Background: an optimization exercise with open tools, aiming at small area, a short achievable clock period and few clock cycles. Do not read the settings as production practice.
Only simulation tests tie the RTL to the original design; equivalence was not proved.
Power is estimated from default activity; no workload was simulated.

## run A
==> flow/design.v (excerpt) <==
module core_top (
    input  logic                    clk,
    input  logic                    rst,
    output logic [64-1:0]   pc,
    input  logic [32-1:0]   inst,
    output logic [64-1:0]   dmem_addr,
    output logic                    dmem_we,
    output logic [64-1:0]   dmem_wdata,
    output logic                    dmem_re,
    input  logic [64-1:0]   dmem_rdata,
    input  logic                    mem_stall,
    output logic                    commit_valid,
    output logic [64-1:0]   commit_pc,
    output logic [5-1:0] commit_rd,
    output logic                    commit_we,
    output logic [64-1:0]   commit_data
);
Size: about 9900 cells after synthesis, roughly 430 I/O pins.
clock: 6.5 ns
lec_check: 0
cap_margin: 20
core_margin: 2
core_utilization: 46
cts_buf_list: sky130_fd_sc_hd__clkbuf_8
place_density: 0.56
setup_slack_margin: 2.7
slew_margin: 20
synth_hierarchical: 1
run.sh (not shown) runs the stock make flow with config.mk's settings and CLKGATE_MAP_FILE= SYNTH_SCRIPT=/design/flow/synth_recipe.tcl, a recipe that flattens the netlist after the stock synthesis.
Testbench counts of run A, summed over its fixed seeds: cycles 52,737.
### run A -> run B
- a change of SETUP_SLACK_MARGIN from 2.7 to 2.3
## What came out
Between run B and run A, average via count per standard cell is lower for run B, run A comes in above that. Going from run A to run B, final-stage net count shrank by a few percent. From run A to run B, synthesized area per cell did not move at all. Looking at run B and run A, the hold slack is a wash.
What run C does differently from run B at the input level:
- SETUP_SLACK_MARGIN: 2.3 -> 2.5
Notes after the runs:
Multi-input logic portion of the cell area essentially unchanged between run C and run B. Taking run B over run C, the non-clock buffer count ratio works out to 0.908. Count of clock-net buffers in the final layout, run C and run B, lower one = run C. Max-slew headroom at the worst pin deteriorates in run C relative to run B. The global-route usage in run C sits 1.2 points above the value recorded for run B. Relative to run B, run C improves clock period minus worst slack. Run C against run B; total number of vias is up slightly. In run C relative to run B, count of non-filler cells in the finished layout had gone up slightly. Total power density per cell area in run C is 0.80% below run B. Against run B, cell leakage power in run C came out worse. Relative to run B, final layout net count has gone up in run C.
diff inputs: run C => run D
- CORE_UTILIZATION changed from 46 to 40
- PLACE_DENSITY changed from 0.56 to 0.5
- SETUP_SLACK_MARGIN changed from 2.5 to 2.9
### Flow results
- From run C to run D the numbers moved as follows: well-tap cell count rose about 16%, mean routed wirelength per cell moved up, worst slack at placement saw a decrease, via count went up 921, hold slack went up by 0.0042 ns.
- Power share of the clock group ended up 0.6 points lower on run D than on run C.
- Against run C, run D reports a post-route total power that is higher.
- The final standard cell count with taps included and fillers excluded in run D sits 6.0% above the value recorded for run C.
diff inputs: run D => run E
- clearing CTS_BUF_LIST, which used to be sky130_fd_sc_hd__clkbuf_8
Run E closes out successfully: all stages finished, all timing, DRC and antenna checks passed. Run E -> run D: count of flip-flops and latches flat. A origin of the worst setup path of ex_sub is what run E shows, while m_ld belongs to run D. Diff run D -> run E | via-per-instance ratio | up slightly. The final-layout worst hold slack on run D is in line with that on run E.


Starting RTL as in the previous note.
==> flow/design.v (excerpt) <==
module core_top (
    input  logic                    clk,
    input  logic                    rst,
    output logic [64-1:0]   pc,
    input  logic [32-1:0]   inst,
    output logic [64-1:0]   dmem_addr,
    output logic                    dmem_we,
    output logic [64-1:0]   dmem_wdata,
    output logic                    dmem_re,
    input  logic [64-1:0]   dmem_rdata,
    input  logic                    mem_stall,
    output logic                    commit_valid,
    output logic [64-1:0]   commit_pc,
    output logic [5-1:0] commit_rd,
    output logic                    commit_we,
    output logic [64-1:0]   commit_data
);
export LEC_CHECK = 0
export CAP_MARGIN = 20
export CORE_MARGIN = 2
export CORE_UTILIZATION = 40
export PLACE_DENSITY = 0.5
export SETUP_SLACK_MARGIN = 2.4
export SLEW_MARGIN = 20
export SYNTH_HIERARCHICAL = 1
create_clock -name core_clock -period 6.5 [get_ports {clk}]
Testbench counts at the start, summed over its fixed seeds: cycles 52,737.
Change:
- CORE_UTILIZATION: 40 -> 46
- PLACE_DENSITY: 0.5 -> 0.56
- SETUP_SLACK_MARGIN: 2.4 -> 2.9
Effect: The new run went through all stages and came out clean; core utilization rises by 9.9 points; wire length came out higher by 2.4%; total power climbs by 1.2%; global-route usage went up by 5.9 points; setup slack improves by 0.40 ns; sequential share of layout area fell by 2.2 points; synthesized cell count does not change; maximum frequency goes up by 10%; area after synthesis is unchanged; cell area grows by 4.8%; first-iteration DRC count went up by 17%.

static timing again, ports no longer ideal:
No port has a modelled driver above. Below, the same layouts with a new extraction and two added sets of constraints. Step 1 sets driving cells, clkbuf_16 on the clock port and buf_2 on the other inputs (assumed; they add their load-dependent delay and slew). Step 2 also shifts input and output timing later by t, the mid clock arrival at the registers, as if the neighbouring blocks saw the same clock. a / b / c = ideal / step 1 / step 2; a / b = the first two.
run	t (ns)	slack for setup (ns)	clock arrival spread, ns	worst slew at a driven data input, ns	pins driven straight from the clock port
run A	1.230	2.468 / 2.371 / 1.157	0.081 / 0.081	0.28	1
run B	1.154	2.017 / 2.015 / 0.861	0.107 / 0.107	0.18	1
run C	1.214	2.297 / 2.282 / 1.136	0.092 / 0.092	0.14	1
run D	1.226	2.447 / 2.350 / 1.153	0.073 / 0.072	0.48	1
run E	1.039	2.511 / 2.419 / 1.380	0.083 / 0.084	0.52	1
the first run of note 2	1.016	2.115 / 2.118 / 1.102	0.071 / 0.071	0.32	1
the second run of note 2	1.014	2.519 / 2.232 / 1.218	0.054 / 0.054	0.60	1
After both steps setup and hold are still met in every run listed. The setup slack of run A, which loses most, moves by -0.097 ns with the drivers and by -1.311 ns with both steps.
